Background: an optimization exercise with open tools, aiming at small area and a short achievable clock period. Do not read the settings as production practice. In this exercise RTL edits were held to simulation tests only and were not proved equivalent to the original.

## flow/design.v (module list and top-level ports; edited modules follow where they fit)
// module pipe_delay: 11 lines
// module recip_table: 24 lines
// module recover_chan: 10 lines
// module dehaze_top: 1458 lines
module dehaze_top #(
    parameter int image_pixels = (512 * 512)
) (
    input  logic         clk,
    input  logic         rst,
    input  logic         in_valid,
    input  logic [215:0] window,
    input  logic [23:0]  light,
    input  logic [47:0]  inv_light,
    output logic [23:0]  pixel_out,
    output logic         out_valid,
    output logic         done
);
  // ...
==> flow/flow/run.sh <==
#!/bin/bash
# The standard layout (standard.sh) with three changes to how the layout is made:
# 1. Synthesis is the standard flow's script with -noabc added to Yosys's synth command, so its quick ABC
#    pass does not remap the written-out adder trees before extract_fa turns them into full and
#    half adders (fewer inverters). Registers come out with the same count, names and cells.
# 2. Setup repair keeps improving paths until 5.5 ns of slack at the design's 9 ns clock.
# 3. The buffer on every input and output port is buf_1 instead of the default choice.
# The clock, the constraints and all the other steps are the standard ones.
set -euo pipefail
sed 's/yosys synth -nofsm -noshare /yosys synth -nofsm -noshare -noabc /' synth_recipe.tcl > own_synth.tcl
grep -q -- '-noabc' own_synth.tcl
bash standard.sh SYNTH_SCRIPT="$PWD/own_synth.tcl" SETUP_SLACK_MARGIN=5.5 \
    "BUFFER_PORTS_ARGS=-buffer_cell sky130_fd_sc_hd__buf_1" finish > standard_flow.log 2>&1
==> flow/standard.sh <==
#!/bin/bash
# synth_recipe.tcl (not shown) runs the flow's synth.tcl, then flattens the netlist and writes it again
# the make line also repeats each setting of config.mk as NAME=value (left out here)
make -C /OpenROAD-flow-scripts/flow DESIGN_CONFIG=/design/flow/config.mk WORK_HOME=/design/flow/orfs CLKGATE_MAP_FILE= SYNTH_SCRIPT=/design/flow/synth_recipe.tcl "${@:-finish}"
==> flow/config.mk <==
export PLATFORM = sky130hd
export DESIGN_NAME = dehaze_top
export DESIGN_NICKNAME = dehaze_top
export VERILOG_FILES = /design/flow/design.v
export SDC_FILE = /design/flow/constraint.sdc
export NUM_CORES = 4
export LEC_CHECK = 0
export ABC_AREA = 1
export CAP_MARGIN = 20
export CORE_MARGIN = 2
export CORE_UTILIZATION = 55
export PLACE_DENSITY = 0.8
export SLEW_MARGIN = 20
==> flow/constraint.sdc <==
create_clock -name core_clock -period 9.0 [get_ports {clk}]
set_input_delay 1.8000 -clock core_clock [delete_from_list [all_inputs] [get_ports {clk}]]
set_output_delay 1.8000 -clock core_clock [all_outputs]
set_load 0.01 [all_outputs]
==> results.txt, run 1 <==
Status -> complete, no violations
Tap Count -> 978
Signal buf overhead -> 8.13%
Setup violations, final -> 0
GR met2 Demand/Resource -> 57.0%
Distinct cells, synth -> 68
Clock slew at reported path FFs -> 0.06 ns
Crit-path max FO -> 9
Share of the synthesized area in the top cell type -> 28.1%
Die area -> 0.0783 mm²
Post-CTS setup buffers -> 160
Initial Util -> 55.4%
Proportion of synthesized area in mux cells -> 0.248%
Post-Route WL -> 152 mm
M3 GR Usage -> 8.43%
Fin area -> 0.0539 mm²
Met1 Use GR -> 40.9%
Vias in the first global route -> 39,586
Antenna diodes -> 1
Max layer used -> met5
Worst slew pin tran -> 0.741 ns
# clock sinks -> 614
WL met1 -> 53.0 mm
H-tree depth -> 3
Min Hold Slack -> 0.314 ns
Routability cong. -> 1.02
==> inputs of run 2 (changes only) <==
==> flow/flow/run.sh (replaced) <==
#!/bin/bash
# The standard layout (standard.sh, with config.mk's settings) with two changes to how the
# layout is made:
# 1. Synthesis is the standard flow's script with -noabc added to Yosys's synth command, so its quick ABC
#    pass does not remap the written-out adder trees before extract_fa turns them into full and
#    half adders (fewer inverters). Registers come out with the same count, names and cells.
# 2. The buffer on every input and output port is buf_1 instead of the default choice.
# The clock, the constraints and all the other steps are the standard ones.
set -euo pipefail
sed 's/yosys synth -nofsm -noshare /yosys synth -nofsm -noshare -noabc /' synth_recipe.tcl > own_synth.tcl
grep -q -- '-noabc' own_synth.tcl
bash standard.sh SYNTH_SCRIPT="$PWD/own_synth.tcl" \
    "BUFFER_PORTS_ARGS=-buffer_cell sky130_fd_sc_hd__buf_1" finish > standard_flow.log 2>&1
--- a/flow/config.mk
+++ b/flow/config.mk
@@ -12,2 +12,3 @@
 export PLACE_DENSITY = 0.8
+export SETUP_SLACK_MARGIN = 5
 export SLEW_MARGIN = 20
==> run 2 against run 1 <==
Via count decreased by 10%; clock skew decreased by 0.0098 ns; setup slack got worse by 0.0082 ns; register-to-register slack about the same; sequential share of layout area increased by 2.7 points; maximum frequency decreased by 0.21%; still clean; critical endpoint is now r5.dout[64]; global-route usage decreased by 3.0 points; flip-flop and latch count unchanged; utilization decreased by 8.1 points; die area unchanged; final area decreased by 11%.
==> results.txt, run 2 <==
Status -> complete, no violations (unchanged)
Hold Crit Class -> reg -> reg (unchanged)
Mapped Avg Cell Area -> 8.41 µm² (unchanged)
Max Cap Violations -> 0 (unchanged)
# clock sinks -> 614 (unchanged)
Vias in the first global route -> 36,531 (was 39,586)
CP max-delay cell -> dfxtp_2 (was fa_1)
CTS tree -> done (unchanged)
Post-Synthesis Cells -> 4,974 (unchanged)
Hold path depth -> 0 (unchanged)
Count of final max-slew check failures -> 0 (unchanged)
Worst r2r src -> r4.dout[51] (was r5.dout[47])
Synth top area cells -> dfxtp_1 28%, fa_1 17%, ha_1 12%, nand2_1 10%, inv_1 5.6% (unchanged)
Max FFs per register -> 159 (unchanged)
Crit-path max FO -> 19 (was 9)
Sequential element share of the synthesized area -> 29.7% (unchanged)
GRT Total Usage -> 31.5% (was 34.5%)
Routability cong. -> 1.01 (was 1.02)
Worst Min Path Start -> r5.dout[17] (was r1.dout[81])
Core ar. -> 0.0756 mm² (unchanged)
Commonest non-fill, non-tap cells in the layout -> 1,091 x nand2_1, 602 x inv_1, 552 x dfxtp_1, 382 x ha_1, 362 x fa_1 (was 990 x nand2_1, 553 x inv_1, 505 x dfxtp_1, 316 x buf_1, 299 x ha_1)
DRT Pass-1 Iters -> 9 (was 23)
Setup crit end kind -> register (unchanged)
Grt ovf -> 0 (unchanged)
Number of buffers created by CTS -> 67 (unchanged)
DRC Markers -> 0 (unchanged)
Reg2Reg Capture Point -> r5.dout[64] (was r6r.dout[43])
Hpwl dp -> 94.9 mm (was 94.0 mm)
Post-Route WL -> 126 mm (was 152 mm)
M3 GR Usage -> 5.67% (was 8.43%)
Final Util -> 63.2% (was 71.3%)
Layout net count -> 6,335 (was 6,570)
Fin Setup TNS -> 0 ns (unchanged)
Root Buffer -> clkbuf_16 (unchanged)
Cell with the most instances after synthesis -> nand2_1 (unchanged)
Share of cells above drive strength 1 -> 8.23% (was 23.6%)
Distinct cells, synth -> 68 (unchanged)
Top reg by flops -> r1.dout (unchanged)
Slowest stage delay, CP -> 0.42 ns (was 0.64 ns)
Clock latency (worst-skew pair) -> 0.65 ns (was 0.67 ns)
Avg WL per Cell -> 19.8 µm (was 23.1 µm)
Hold EP -> r6r.dout[17] (was r2.dout[81])
Vias -> 36,793 (was 40,866)
Worst R2R Setup Slack -> 5.06 ns (was 5.07 ns)
R2r worst-path depth -> 19 (unchanged)
GR met2 Demand/Resource -> 51.7% (was 57.0%)
Number of enable flip-flop cells after synthesis -> 0 (unchanged)
Largest net degree at the start of global routing -> 49 (unchanged)
Tcrit/Tclk final -> 43.7% (was 43.6%)
Min Hold Slack -> 0.312 ns (was 0.314 ns)
CP most frequent cell -> nand2_1 (unchanged)
RSZ-0062 raised after global routing -> true (unchanged)
GR peak layer -> met2 (unchanged)
CP Data Required Time -> 9.50 ns (was 9.51 ns)
Antenna diodes -> 0 (was 1)
Most used DFF post-synth -> dfxtp_1 (unchanged)
Post-route ant nets -> 0 (unchanged)
Clock slew at reported path FFs -> 0.07 ns (was 0.06 ns)
Net Count, Synth -> 6,013 (unchanged)
Initial drt markers -> 3,644 (was 4,967)
Highest Clock Rate -> 254 MHz (was 255 MHz)
Clock Skew -> 0.0382 ns (was 0.0479 ns)
Met1 Use GR -> 40.0% (was 40.9%)
Worst slew margin -> 20.8% (was 50.4%)
Final hold vios -> 0 (unchanged)
Die area -> 0.0783 mm² (unchanged)
Maximum clock insertion buffer count -> 3 (unchanged)
Most common cell after layout, fill and taps aside -> nand2_1 (unchanged)
Die X-Extent -> 280 µm (unchanged)
Total of warnings raised by yosys -> 8 (unchanged)
Initial antenna violation count -> 4 (was 3)
Die Ht -> 280 µm (unchanged)
Biggest regs -> r1.dout (159), r2.dout (120), r3r.dout (93) (unchanged)
Io pins -> 317 (unchanged)
Filler cells -> 6,326 (was 5,172)
Worst Path Arrival -> 4.44 ns (was 4.43 ns)
Post-DP Area -> 0.0437 mm² (was 0.0439 mm²)
Fin area -> 0.0477 mm² (was 0.0539 mm²)
Crit Path Class -> reg -> reg (unchanged)
Mapped Area -> 0.0418 mm² (unchanged)
Area grow syn2layout -> 14.1% (was 28.7%)
Row count -> 101 (unchanged)
Initial Util -> 55.4% (unchanged)
Most instantiated cells after synthesis -> 1,121 x nand2_1, 629 x inv_1, 587 x dfxtp_1, 386 x ha_1, 362 x fa_1 (unchanged)
CP Cell Sequence -> buf_12 -> clkinvlp_4 -> buf_12 -> nand2_2 -> inv_1 -> nand2_1 -> o21ai_0 -> a32o_1 -> nand2_1 -> o21ai_1 -> ha_1 -> fa_1 -> nand3_1 -> nand2_1 -> a21oi_2 -> o21ai_1 -> a21boi_1 -> o21ai_0 -> xor2_1 (was inv_2 -> nor2_4 -> buf_12 -> nand2_1 -> o221ai_2 -> fa_1 -> fa_1 -> ha_4 -> nand2_2 -> o21ai_1 -> nand2_1 -> a21oi_2 -> nor2_2 -> nand2_1 -> nand2_1 -> nand2_2 -> nand3_2 -> nor2_4 -> nand2_1)
CP Launch Type -> register (unchanged)
Via density per instance -> 5.82 (was 6.23)
Worst slew pin tran -> 1.18 ns (was 0.741 ns)
Setup violations, final -> 0 (unchanged)
Port bufs -> 316 (unchanged)
First-pass GRT wire length -> 195 mm (was 212 mm)
Top cell type by total area after synthesis -> dfxtp_1 (unchanged)
#FFs+latches synth -> 614 (unchanged)
H-tree depth -> 3 (unchanged)
Share of the synthesized area in the top cell type -> 28.1% (unchanged)
Post-synth ARST share -> 4.40% (unchanged)
Crit path time final -> 3.94 ns (was 3.93 ns)
[run 2: cell counts after synthesis]
No cell type changed its count.
[run 2: area by class of cell]
cell class / instances / area [µm²] / share of cell area (%)
Clock buffer: 86 / 1870 / 3.92
Clock inverter: 36 / 495 / 1.04
Inverter: 636 / 2490 / 5.21
Multi-Input combinational cell: 3559 / 27000 / 56.6
Sequential cell: 614 / 12500 / 26.2
Tap cell: 978 / 1220 / 2.56
Timing Repair Buffer: 418 / 2150 / 4.51
[run 2: timing repair]
item / in CTS / in global routing
endpoints found under the setup margin: 43 / 50
setup buffers: 15 / 73
gates resized for setup: 66 / 191
cloned: 0 / 2
pin swaps: 0 / 20
hold buffers: 0 / 0
[run 2: how the worst max path moves through the flow]
stage                         endpoint  cells after the start   startpoint  slack, ns
after floorplan           r1.dout[121]                      4    window[9]       5.19
after global routing       r5.dout[64]                     20  r4.dout[50]       4.86
after detailed placement   r5.dout[64]                     21  r4.dout[51]       4.42
after global placement     r5.dout[64]                     21  r4.dout[51]       4.29
final                      r5.dout[64]                     19  r4.dout[51]       5.06
after CTS                  r5.dout[64]                     20  r4.dout[51]       4.92
[run 2: stage by stage]
step | worst slack [ns] | std cells
after detailed placement | 4.42 | 6115
after CTS | 4.92 | 6252
final | 5.06 | 6327
after floorplan | 5.19 | 4974
after global routing | 4.86 | 6327
after global placement | 4.29 | 6114
[run 2: logic make-up (layout without fill, tap and decap cells)]
kind of cell / Yosys count / in the layout / share of synthesized area [%]
simple gates: 1791 / 1791 / 17.8
compound gates: 864 / 864 / 13.0
buf+inv: 801 / 1176 / 7.33
fa+ha+maj: 748 / 748 / 28.9
flops: 614 / 614 / 29.7
xor+xnor: 146 / 146 / 3.06
mux: 10 / 10 / 0.248
[run 2: worst max-delay path, delay by kind of cell (launching register included)]
| kind | cells | cell delay, ns |
|---|---|---|
| simple gates | 5 | 0.62 |
| buf+inv | 4 | 0.66 |
| compound gates | 7 | 1.21 |
| fa+ha+maj | 2 | 0.69 |
| flops | 1 | 0.42 |
| xor+xnor | 1 | 0.16 |
[run 2: routing by layer]
metal  wire [µm]  vias up
met3       10500      497
met5          54        -
met2       58100     1797
met4        7210        8
li1            -    17104
met1       49600    17387
==> inputs of run 3 (changes only) <==
--- a/flow/config.mk
+++ b/flow/config.mk
@@ -10,4 +10,4 @@
 export CORE_MARGIN = 2
-export CORE_UTILIZATION = 55
-export PLACE_DENSITY = 0.8
+export CORE_UTILIZATION = 50
+export PLACE_DENSITY = 0.7
 export SETUP_SLACK_MARGIN = 5
==> run 3 against run 2 <==
Flip-flop and latch count unchanged; routed wire length is 2.9% lower; final cell count grew 1.8%; die area up 9.9%; maximum frequency is 0.46% higher; setup slack better by 0.018 ns; highest routed layer unchanged; first-iteration DRC count shrank 10%.
==> results.txt, run 3 <==
Status -> complete, no violations (unchanged)
Hpwl dp -> 92.9 mm (was 94.9 mm)
# clock sinks -> 614 (unchanged)
Setup violations, final -> 0 (unchanged)
Worst slew pin tran -> 0.946 ns (was 1.18 ns)
Simple-Gate Fraction of Synth Area -> 17.8% (unchanged)
DRT Pass-1 Iters -> 6 (was 9)
Highest Clock Rate -> 255 MHz (was 254 MHz)
Crit Path Class -> reg -> reg (unchanged)
R2r worst-path depth -> 18 (was 19)
Die area -> 0.0860 mm² (was 0.0783 mm²)
Grt ovf -> 0 (unchanged)
Top reg by flops -> r1.dout (unchanged)
Vias -> 35,862 (was 36,793)
RSZ-0062 raised after global routing -> true (unchanged)
Row count -> 106 (was 101)
Die X-Extent -> 293 µm (was 280 µm)
Worst r2r src -> r4.dout[51] (unchanged)
Number of buffers created by CTS -> 68 (was 67)
Distinct cells, synth -> 68 (unchanged)
Number of enable flip-flop cells after synthesis -> 0 (unchanged)
Hold Crit Class -> reg -> reg (unchanged)
Cell with the most instances after synthesis -> nand2_1 (unchanged)
Mapped Area -> 0.0418 mm² (unchanged)
Share of the synthesized area in the top cell type -> 28.1% (unchanged)
Most common cell after layout, fill and taps aside -> nand2_1 (unchanged)
CP Data Required Time -> 9.49 ns (was 9.50 ns)
Biggest regs -> r1.dout (159), r2.dout (120), r3r.dout (93) (unchanged)
Maximum clock insertion buffer count -> 3 (unchanged)
CTS tree -> done (unchanged)
Clock slew at reported path FFs -> 0.07 ns (about the same)
H-tree depth -> 3 (unchanged)
Most used DFF post-synth -> dfxtp_1 (unchanged)
Vias in the first global route -> 35,424 (was 36,531)
Initial antenna violation count -> 3 (was 4)
Area of the multi-input gates -> 0.0271 mm² (was 0.0270 mm²)
Setup crit end kind -> register (unchanged)
FF+latch area -> 0.0125 mm² (about the same)
Max FFs per register -> 159 (unchanged)
Post-Route WL -> 122 mm (was 126 mm)
Total of warnings raised by yosys -> 8 (unchanged)
Tcrit/Tclk final -> 43.5% (was 43.7%)
Worst Path Arrival -> 4.41 ns (was 4.44 ns)
Final Util -> 57.7% (was 63.2%)
Reg2Reg Capture Point -> r5.dout[64] (unchanged)
Net Count, Synth -> 6,013 (unchanged)
First-pass GRT wire length -> 191 mm (was 195 mm)
Port bufs -> 316 (unchanged)
Post-Synthesis Cells -> 4,974 (unchanged)
Via density per instance -> 5.57 (was 5.82)
Avg WL per Cell -> 18.9 µm (was 19.8 µm)
Proportion of synthesized area in mux cells -> 0.248% (unchanged)
Max Cap Violations -> 0 (unchanged)
Synth Area in Compound Gates -> 13.0% (unchanged)
Sequential element share of the synthesized area -> 29.7% (unchanged)
DRC Markers -> 0 (unchanged)
Layout net count -> 6,345 (was 6,335)
Last element of the critical path -> r5.dout[64] (unchanged)
Initial Util -> 50.2% (was 55.4%)
Post-synth ARST share -> 4.40% (unchanged)
Io pins -> 317 (unchanged)
Hold path depth -> 0 (unchanged)
Area grow syn2layout -> 14.9% (was 14.1%)
Mapped Avg Cell Area -> 8.41 µm² (unchanged)
Core ar. -> 0.0833 mm² (was 0.0756 mm²)
CP Launch Point -> r4.dout[51] (unchanged)
Root Buffer -> clkbuf_16 (unchanged)
Filler cells -> 7,473 (was 6,326)
Share of cells above drive strength 1 -> 8.45% (was 8.23%)
Clock Skew -> 0.0372 ns (was 0.0382 ns)
Initial drt markers -> 3,281 (was 3,644)
Routability cong. -> 1.01 (about the same)
Adder-cell share of the synthesized area -> 28.9% (unchanged)
Most instantiated cells after synthesis -> 1,121 x nand2_1, 629 x inv_1, 587 x dfxtp_1, 386 x ha_1, 362 x fa_1 (unchanged)
Worst R2R Setup Slack -> 5.08 ns (was 5.06 ns)
#FFs+latches synth -> 614 (unchanged)
Crit path time final -> 3.92 ns (was 3.94 ns)
Die Ht -> 293 µm (was 280 µm)
Synth top area cells -> dfxtp_1 28%, fa_1 17%, ha_1 12%, nand2_1 10%, inv_1 5.6% (unchanged)
Largest family of logic cells by synthesized area -> adder cells (unchanged)
Post-route ant nets -> 0 (unchanged)
Largest net degree at the start of global routing -> 49 (unchanged)
Top cell type by total area after synthesis -> dfxtp_1 (unchanged)
Final hold vios -> 0 (unchanged)
Worst slew margin -> 36.8% (was 20.8%)
Count of final max-slew check failures -> 0 (unchanged)
XOR/XNOR Fraction of Synth Area -> 3.06% (unchanged)
Clock latency (worst-skew pair) -> 0.65 ns (about the same)
Fin Setup TNS -> 0 ns (unchanged)
GRT Total Usage -> 28.0% (was 31.5%)
CP Launch Type -> register (unchanged)
Crit-path max FO -> 11 (was 19)
Commonest non-fill, non-tap cells in the layout -> 1,093 x nand2_1, 600 x inv_1, 553 x dfxtp_1, 378 x ha_1, 362 x fa_1 (was 1,091 x nand2_1, 602 x inv_1, 552 x dfxtp_1, 382 x ha_1, 362 x fa_1)
## run 3: changes by cell type in the layout (fill, tap and decap cells not counted), moves of 3 or more
cell,change
nor2_4,+3
ha_1,-4
nor2_2,-4
o221ai_1,-8
buf_4,+10
nor3_1,+3
clkbuf_8,-6
ha_4,+3
o221ai_2,+8
nor3_2,-3
nand2_4,+3
clkbuf_1,+4
nand2_2,-4
dfxtp_2,-3
## run 3: worst min-delay path by stage
stage | slack, ns | end | start
final | 0.31 | r2.dout[68] | r1.dout[68]
after detailed placement | 0.31 | r2.dout[34] | r1.dout[34]
after global routing | 0.32 | r2.dout[68] | r1.dout[68]
after global placement | 0.31 | r6r.dout[18] | r5.dout[18]
after floorplan | 0.31 | r2.dout[0] | r1.dout[0]
after CTS | 0.32 | r2.dout[1] | r1.dout[1]
## run 3: what timing repair did
item	CTS	global route
gates cloned	0	1
gates resized for setup	87	177
hold buffers	0	0
pin swaps	1	23
setup buffers	17	81
endpoints found under the setup margin	46	49
## run 3: cells by family (layout without fill, tap and decap cells)
kind of cell,count (synthesis),in the layout
multiplexers,10,10
other,0,1
XOR/XNOR,146,146
buffers and inverters,801,1187
flip-flops,614,614
AO/OA/AOI/OAI,864,864
AND/OR/NAND/NOR,1791,1791
adder cells (fa/ha/maj),748,748
## run 3: critical path, stage by stage, from the launching register on
cell,delay (ns)
dfxtp_2,0.42
buf_12,0.17
clkinvlp_4,0.14
buf_4,0.17
nand2_2,0.17
inv_1,0.12
nand2_1,0.14
nand4_1,0.24
a311oi_2,0.36
a21oi_4,0.12
ha_1,0.23
fa_1,0.41
nand3_1,0.10
nand2_1,0.11
a21oi_4,0.18
o21ai_1,0.11
a21boi_1,0.23
o21ai_0,0.15
xor2_1,0.16
## run 3: routing by layer
metal / GRT usage [%] / up-vias / wire length, µm
met3: 4.69 / 334 / 8670
met2: 46.2 / 1453 / 56900
met5: 0 / - / 33
met1: 36.9 / 16958 / 51100
met4: 10.9 / 4 / 5270
li1: - / 17113 / -
## run 3: metrics by stage
stage | cells | hold WS, ns | instance area, µm² | setup WS (ns)
finish | 6441 | 0.314 | 48100 | 5.08
global route | 6441 | 0.322 | 48100 | 4.92
CTS | 6358 | 0.317 | 46600 | 4.95
detailed placement | 6217 | 0.312 | 43800 | 4.33
global placement | 6217 | 0.310 | 43800 | 4.18
floorplan | 4974 | 0.310 | 41800 | 5.19
## run 3: final cells by class
| class | instances | area share (%) |
|---|---|---|
| multi-input cells | 3559 | 56.4 |
| inverters | 636 | 5.18 |
| repair buffers | 427 | 4.61 |
| diodes | 1 | 0.00521 |
| well taps | 1080 | 2.81 |
| clock inverters | 37 | 1.09 |
| clock buffers | 87 | 3.88 |
| flip-flops and latches | 614 | 26.0 |

## static timing again, ports no longer ideal
In the flow no input, the clock included, has a driving cell. The finished layouts below were timed again as built, in two steps.
Step 1 sets driving cells, clkbuf_16 on the clock port and buf_2 on the other inputs (assumed; they add their load-dependent delay and slew).
Step 2 also shifts input and output timing later by t, the mid clock arrival at the registers, as if the neighbouring blocks saw the same clock.
a / b / c = ideal ports / drivers / drivers and shift; a / b = the first two.
run	shift t [ns]	setup slack, ns	worst hold slack (ns)	latest minus earliest clock arrival (ns)	cell pins on the clock port's net
run 1	0.718	5.072 / 5.072 / 4.882	0.314 / 0.314 / 0.314	0.051 / 0.051	1
run 2	0.703	5.063 / 5.063 / 4.740	0.312 / 0.312 / 0.312	0.038 / 0.039	1
run 3	0.683	5.081 / 5.081 / 4.784	0.314 / 0.314 / 0.314	0.048 / 0.049	1
After both steps every run listed still meets setup and hold. The setup slack of run 2, which loses most, moves by 0.000 ns with the drivers and by -0.323 ns with both steps.
